This design comes from an exercise in tuning for small area and few clock cycles on the open sky130 flow, not from production work. Where RTL was checked, it was by simulation tests only, not by an equivalence proof against the original.

Design marching_squares_top, start of the top module:
module marching_squares_top (
    input  wire        clk,
    input  wire        rst_n,
    input  wire        cell_valid,
    output wire        cell_stall,
    input  wire [79:0] cell_word,
    output wire        seg_valid,
    input  wire        seg_stall,
    output wire [36:0] seg,
    input  wire        psel,
    input  wire        penable,
    input  wire        pwrite,
    input  wire [3:0]  paddr,
    input  wire [31:0] pwdata,
    output wire [31:0] prdata,
    output wire        pready
);
    marching_squares_cell_segments u_core (
        .clk        (clk),
        .rst_n      (rst_n),
        .cell_valid (cell_valid),
        .cell_stall (cell_stall),
        .cell_word  (cell_word),
        .seg_valid  (seg_valid),
        .seg_stall  (seg_stall),
        .seg        (seg),
        .psel       (psel),
        .penable    (penable),
        .pwrite     (pwrite),
        .paddr      (paddr),
        .pwdata     (pwdata),
        .prdata     (prdata),
        .pready     (pready)
    );
endmodule
For scale: about 1300 cells after synthesis, roughly 0.012 mm^2 of cells after synthesis.
clock: 9.0 ns
lec_check: 0
cap_margin: 20
core_margin: 2
core_utilization: 40
slew_margin: 20
standard.sh (not shown) runs the stock make flow with config.mk's settings and CLKGATE_MAP_FILE= SYNTH_SCRIPT=/design/flow/synth_recipe.tcl, a recipe that flattens the netlist after the stock synthesis.
==> flow/flow/run.sh <==
#!/bin/bash
set -uo pipefail
export BUFFER_PORTS_ARGS="-buffer_cell sky130_fd_sc_hd__buf_1"
export CTS_ARGS="-sink_clustering_enable -repair_clock_nets -buf_list sky130_fd_sc_hd__clkbuf_8 -root_buf sky130_fd_sc_hd__clkbuf_8 -dont_use_dummy_load -sink_clustering_size 30"
bash standard.sh > standard.log 2>&1
Testbench counts at the start, summed over its fixed seeds: cycles 10,639.
Rerun with:
--- a/flow/design.v
+++ b/flow/design.v
@@ -873,45 +873,52 @@
         else
             clamp_minus = sub8(v[7:0], k);
     endfunction
     logic [SW-1:0]        thr_reg;
     logic [CW-1:0]        cols_raw_reg;
     logic [CW-1:0]        rows_raw_reg;
     logic                 cols_lo_reg, cols_hi_reg;
-    logic                 rows_lo_reg, rows_hi_reg;
+    logic                 rows_lo, rows_hi;
     logic [IW-1:0]        horiz_reg;
     logic [CW-1:0]        cols_c;
     logic [7:0]           cols_m2;
     logic [7:0]           rows_m1;
     logic [7:0]           rows_m2;
-    logic [7:0]           wr_rows_m1;
     logic                 wd_lo, wd_hi;
     logic                 cfg_wr;
-    logic                 wr_rows;
+    logic                 grid_wr;
+    logic                 grid_wr_reg;
     assign pready  = 1'b1;
     assign cfg_wr  = psel && penable && pwrite;
-    assign wr_rows = cfg_wr && (paddr[3:2] == mscs_pkg::REG_ROWS);
+    assign grid_wr = cfg_wr && ((paddr[3:2] == mscs_pkg::REG_COLUMNS) ||
+                                (paddr[3:2] == mscs_pkg::REG_ROWS));
     assign wd_lo   = pwdata[8:1] == 8'd0;
     assign wd_hi   = pwdata[8] && (pwdata[7:0] != 8'd0);
+    assign rows_lo = rows_raw_reg[8:1] == 8'd0;
+    assign rows_hi = rows_raw_reg[8] && (rows_raw_reg[7:0] != 8'd0);
     assign cols_c  = cols_lo_reg ? CW'(2) : (cols_hi_reg ? CW'(256) : cols_raw_reg);
     assign cols_m2 = clamp_minus(cols_raw_reg, cols_lo_reg, cols_hi_reg, 8'd2);
-    assign rows_m1 = clamp_minus(rows_raw_reg, rows_lo_reg, rows_hi_reg, 8'd1);
-    assign rows_m2 = clamp_minus(rows_raw_reg, rows_lo_reg, rows_hi_reg, 8'd2);
-    assign wr_rows_m1 = clamp_minus(pwdata[CW-1:0], wd_lo, wd_hi, 8'd1);
+    assign rows_m1 = clamp_minus(rows_raw_reg, rows_lo, rows_hi, 8'd1);
+    assign rows_m2 = clamp_minus(rows_raw_reg, rows_lo, rows_hi, 8'd2);
+    always_ff @(posedge clk or negedge rst_n)
+    begin
+        if (!rst_n)
+            grid_wr_reg <= 1'b0;
+        else
+            grid_wr_reg <= grid_wr;
+    end
     always_ff @(posedge clk or negedge rst_n)
     begin
         if (!rst_n)
         begin
             thr_reg      <= '0;
             cols_raw_reg <= CW'(mscs_pkg::MAX_COLUMNS);
             rows_raw_reg <= CW'(mscs_pkg::MAX_ROWS);
             cols_lo_reg  <= 1'b0;
             cols_hi_reg  <= 1'b0;
-            rows_lo_reg  <= 1'b0;
-            rows_hi_reg  <= 1'b0;
         end
         else if (cfg_wr)
         begin
             unique case (paddr[3:2])
                 mscs_pkg::REG_THRESHOLD:
                 begin
                     thr_reg <= pwdata[SW-1:0];
@@ -921,16 +928,14 @@
                     cols_raw_reg <= pwdata[CW-1:0];
                     cols_lo_reg  <= wd_lo;
                     cols_hi_reg  <= wd_hi;
                 end
                 mscs_pkg::REG_ROWS:
                 begin
                     rows_raw_reg <= pwdata[CW-1:0];
-                    rows_lo_reg  <= wd_lo;
-                    rows_hi_reg  <= wd_hi;
                 end
                 default:
                 begin
                 end
             endcase
         end
     end
@@ -1006,34 +1011,34 @@
     logic          d_pend_reg;      
     logic          d_top2_reg;      
     logic deliver;
     logic free;
     logic load;
     assign deliver    = d_valid_reg && !seg_stall;
     assign free       = !d_valid_reg || (deliver && !d_pend_reg);
-    assign cell_stall = !free;
-    assign load       = cell_valid && has_seg && free;
+    assign cell_stall = !free || grid_wr_reg;
+    assign load       = cell_valid && has_seg && !cell_stall;
     always_ff @(posedge clk or negedge rst_n)
     begin
         if (!rst_n)
             d_valid_reg <= 1'b0;
         else if (free)
-            d_valid_reg <= cell_valid && has_seg;
+            d_valid_reg <= load;
     end
     always_ff @(posedge clk)
     begin
         if (load)
         begin
             d_x_reg <= cell_word.cell_x;
             d_y_reg <= cell_word.cell_y;
         end
         else if (free)
         begin
             d_x_reg <= 8'd0;
-            d_y_reg <= wr_rows ? wr_rows_m1 : rows_m1;
+            d_y_reg <= rows_m1;
         end
     end
     always_ff @(posedge clk)
     begin
         if (load)
         begin
             d_on_reg   <= on_cell;
Wire length rose by 1.7%; worst hold slack improved by 66 ps; synthesized area is about the same; synthesized cell count fell by 2.1%; cell count fell by 1.6%.
Testbench counts after the change, summed over its fixed seeds: cycles 10,644.

marching_squares_top, a different RTL version from the one above (not shown whole).
==> module mscs_seg_calc, before the edit <==
module mscs_seg_calc (
    input  wire logic [mscs_pkg::COUNT_BITS-1:0]  cols,       
    input  wire logic [mscs_pkg::INDEX_BITS-1:0]  horiz,      
    input  wire logic [7:0]                       ma,         
    input  wire logic [8:0]                       mb,         
    input  wire logic [7:0]                       mc,         
    input  wire logic                             hmode,      
    input  wire logic [3:0]                       on,         
    input  wire logic [1:0]                       pe,         
    input  wire logic [1:0]                       qe,         
    input  wire logic                             last,
    output mscs_pkg::segment_t                    seg
);
    localparam int IW = mscs_pkg::INDEX_BITS;
    localparam logic [1:0] E_TOP    = 2'd0;
    localparam logic [1:0] E_RIGHT  = 2'd1;
    localparam logic [1:0] E_BOTTOM = 2'd2;
    localparam logic [1:0] E_LEFT   = 2'd3;
    function automatic logic [4:0] ep_ctl(input logic [1:0] e, input logic [3:0] o);
        logic ta, tb;
        logic v;
        logic [2:0] sel;
        logic cin;
        case (e)
            E_TOP:    begin ta = o[3]; tb = o[2]; end
            E_RIGHT:  begin ta = o[2]; tb = o[1]; end
            E_BOTTOM: begin ta = o[0]; tb = o[1]; end
            default:  begin ta = o[3]; tb = o[0]; end
        endcase
        v = ta ^ tb;
        case (e)
            E_TOP:    begin sel = v ? 3'd0 : 3'd3; cin = v ? tb : 1'b1; end
            E_RIGHT:  begin sel = v ? (tb ? 3'd1 : 3'd0) : 3'd2; cin = 1'b1; end
            E_BOTTOM: begin sel = v ? 3'd1 : 3'd4; cin = v & tb; end
            default:  begin sel = v ? (tb ? 3'd1 : 3'd0) : 3'd2; cin = 1'b0; end
        endcase
        ep_ctl = {v, sel, cin};
    endfunction
    function automatic logic [IW-1:0] offs(input logic [2:0] s, input logic [IW-1:0] c,
                                           input logic [IW-1:0] h, input logic [IW-1:0] n,
                                           input logic [IW-1:0] cn);
        case (s)
            3'd1:    offs = c;
            3'd2:    offs = h;
            3'd3:    offs = n;
            3'd4:    offs = cn;
            default: offs = '0;
        endcase
    endfunction
    function automatic logic [IW-1:0] c_minus_y1(input logic [8:0] c, input logic [7:0] y);
        logic [IW-1:0] a, b, s;
        logic          k;
        a = {8'h00, c};
        b = {9'h1ff, ~y};
        k = 1'b0;
        for (int i = 0; i < IW; i++)
        begin
            s[i] = a[i] ^ b[i] ^ k;
            k    = (a[i] & b[i]) | (a[i] & k) | (b[i] & k);
        end
        c_minus_y1 = s;
    endfunction
    logic [4:0]    pc, qc;
    logic [2:0]    psel;
    logic          pcin;
    logic [IW-1:0] ny, cny, cz;
    logic [IW-1:0] po, qo;
    assign pc   = ep_ctl(pe, on);
    assign qc   = ep_ctl(qe, on);
    assign psel = hmode ? 3'd4 : pc[3:1];
    assign pcin = hmode ? 1'b0 : pc[0];
    assign ny   = {9'h1ff, ~ma};
    assign cz   = {8'h00, cols};
    assign cny  = c_minus_y1(cols, ma);
    assign po   = offs(psel, cz, horiz, ny, cny);
    assign qo   = offs(qc[3:1], cz, horiz, ny, cny);
    mscs_idx u_idx (
        .a    (ma),
        .b    (mb),
        .c    (mc),
        .po   (po),
        .pcin (pcin),
        .qo   (qo),
        .qcin (qc[0]),
        .pi   (seg.first_index),
        .qi   (seg.second_index)
    );
    assign seg.first_is_vertex  = pc[4];
    assign seg.second_is_vertex = qc[4];
    assign seg.last_of_cell     = last;
endmodule
export LEC_CHECK = 0
export CAP_MARGIN = 20
export CORE_MARGIN = 2
export CORE_UTILIZATION = 40
export SLEW_MARGIN = 20
create_clock -name core_clock -period 9.0 [get_ports {clk}]
==> flow/flow/run.sh <==
#!/bin/bash
# The standard layout with these changes:
#  - synthesis: the standard script (same registers, names and cell types), but
#    the design's modules are kept apart until after technology mapping; the
#    index datapath (mscs_idx, mscs_seg_calc), which holds the critical path, is mapped with
#    ORFS's speed script and every other module with flow/abc_area.script, an
#    area-oriented mapping; the yosys pre-mapping abc pass is skipped. After
#    flattening, the index datapath's internal wire names are dropped so that
#    its outputs drive the output ports directly, buffers are inserted only for
#    outputs that share a net (as the standard synthesis does), and the netlist
#    is renamed as in the standard synthesis
#  - plain buf_1 cells as the port buffers
#  - a clock tree of clkbuf_8 cells, larger sink clusters, no dummy loads
set -uo pipefail
W=$(pwd)
sed -e "s#^source \$::env(SCRIPTS_DIR)/synth_preamble.tcl\$#source \$::env(SCRIPTS_DIR)/synth_preamble.tcl\nset abc_area_args [lreplace \$abc_args 1 1 $W/flow/abc_area.script]#" \
    -e "s#^  log_cmd abc {\*}\$abc_args\$#  log_cmd abc {*}\$abc_args mscs_idx mscs_seg_calc\n  log_cmd abc {*}\$abc_area_args marching_squares_top marching_squares_cell_segments#" \
    "$FLOW_HOME/scripts/synth.tcl" > "$W/my_synth_core.tcl"
sed -e "s#source \$::env(SCRIPTS_DIR)/synth.tcl#source $W/my_synth_core.tcl#" \
    -e "s#yosys synth -nofsm -noshare#yosys synth -nofsm -noshare -noabc#" \
    -e "s#^opt_clean -purge\$#yosys rename -hide w:u_core.u_calc.*\nopt_clean -purge\ninsbuf -buf {*}\$::env(MIN_BUF_CELL_AND_PORTS)#" \
    synth_recipe.tcl > "$W/my_synth.tcl"
sed "s#SYNTH_SCRIPT=[^ ]*#SYNTH_SCRIPT=$W/my_synth.tcl#" standard.sh > "$W/my_standard.sh"
SYNTH_HIERARCHICAL=1 SYNTH_MINIMUM_KEEP_SIZE=0 SYNTH_INSBUF=0 bash "$W/my_standard.sh" synth > synth.log 2>&1
export BUFFER_PORTS_ARGS="-buffer_cell sky130_fd_sc_hd__buf_1"
export CTS_ARGS="-sink_clustering_enable -repair_clock_nets -buf_list sky130_fd_sc_hd__clkbuf_8 -root_buf sky130_fd_sc_hd__clkbuf_8 -dont_use_dummy_load -sink_clustering_size 30"
bash "$W/my_standard.sh" > standard.log 2>&1
==> flow/flow/abc_area.script <==
strash
&get -n
&fraig -x
&put
scorr
dc2
dch -f
amap
topo
stime -c
Testbench counts at the start, summed over its fixed seeds: cycles 10,644.
Next try:
--- a/flow/design.v
+++ b/flow/design.v
@@ -122,37 +122,26 @@
             3'd2:    offs = h;
             3'd3:    offs = n;
             3'd4:    offs = cn;
             default: offs = '0;
         endcase
     endfunction
-    function automatic logic [IW-1:0] c_minus_y1(input logic [8:0] c, input logic [7:0] y);
-        logic [IW-1:0] a, b, s;
-        logic          k;
-        a = {8'h00, c};
-        b = {9'h1ff, ~y};
-        k = 1'b0;
-        for (int i = 0; i < IW; i++)
-        begin
-            s[i] = a[i] ^ b[i] ^ k;
-            k    = (a[i] & b[i]) | (a[i] & k) | (b[i] & k);
-        end
-        c_minus_y1 = s;
-    endfunction
     logic [4:0]    pc, qc;
     logic [2:0]    psel;
     logic          pcin;
     logic [IW-1:0] ny, cny, cz;
+    logic [9:0]    cny10;
     logic [IW-1:0] po, qo;
     assign pc   = ep_ctl(pe, on);
     assign qc   = ep_ctl(qe, on);
     assign psel = hmode ? 3'd4 : pc[3:1];
     assign pcin = hmode ? 1'b0 : pc[0];
     assign ny   = {9'h1ff, ~ma};
     assign cz   = {8'h00, cols};
-    assign cny  = c_minus_y1(cols, ma);
+    assign cny10 = {1'b0, cols} + {2'b11, ~ma};
+    assign cny   = {{7{cny10[9]}}, cny10};
     assign po   = offs(psel, cz, horiz, ny, cny);
     assign qo   = offs(qc[3:1], cz, horiz, ny, cny);
     mscs_idx u_idx (
         .a    (ma),
         .b    (mb),
         .c    (mc),
Non-clock buffer count shrinks by 13.
Routed wire length grows by 0.37%.
Register-to-register slack improves by 0.18 ns.
Via count increases by 0.99%.
Cell count grows by 1.6%.
Global-route usage stays flat.
Critical path depth came out lower by 4.
Area after synthesis came out higher by 1.2%.
Flip-flop and latch count does not change.
Cell area barely changes.
Only the layout flow was run in the second run of this note; the RTL was not checked for function there.

==> port drivers added, routing unchanged <==
How much do the figures lean on ideal ports? The routed layouts below were timed once more, with nothing changed but the port constraints.
Step 1 assumes that a clkbuf_16 drives the clock port and a buf_2 every other input.
Step 2 moves the port delays by t, midway between the first and last clock arrival at a register: inputs arrive t later, outputs are due t later. That takes back most of the time a late clock gives input paths.
Three values: no drivers, after step 1, after step 2; two values: the first two.
run	shift t [ns]	setup slack, ns	pins driven straight from the clock port
the first run of note 1	0.414	0.299 / 0.258 / 0.672	1
the second run of note 1	0.420	0.356 / 0.316 / 0.736	1
the first run of note 2	0.411	0.311 / 0.270 / 0.681	1
the second run of note 2	0.417	0.477 / 0.432 / 0.849	1
After both steps setup and hold are still met in every run listed.
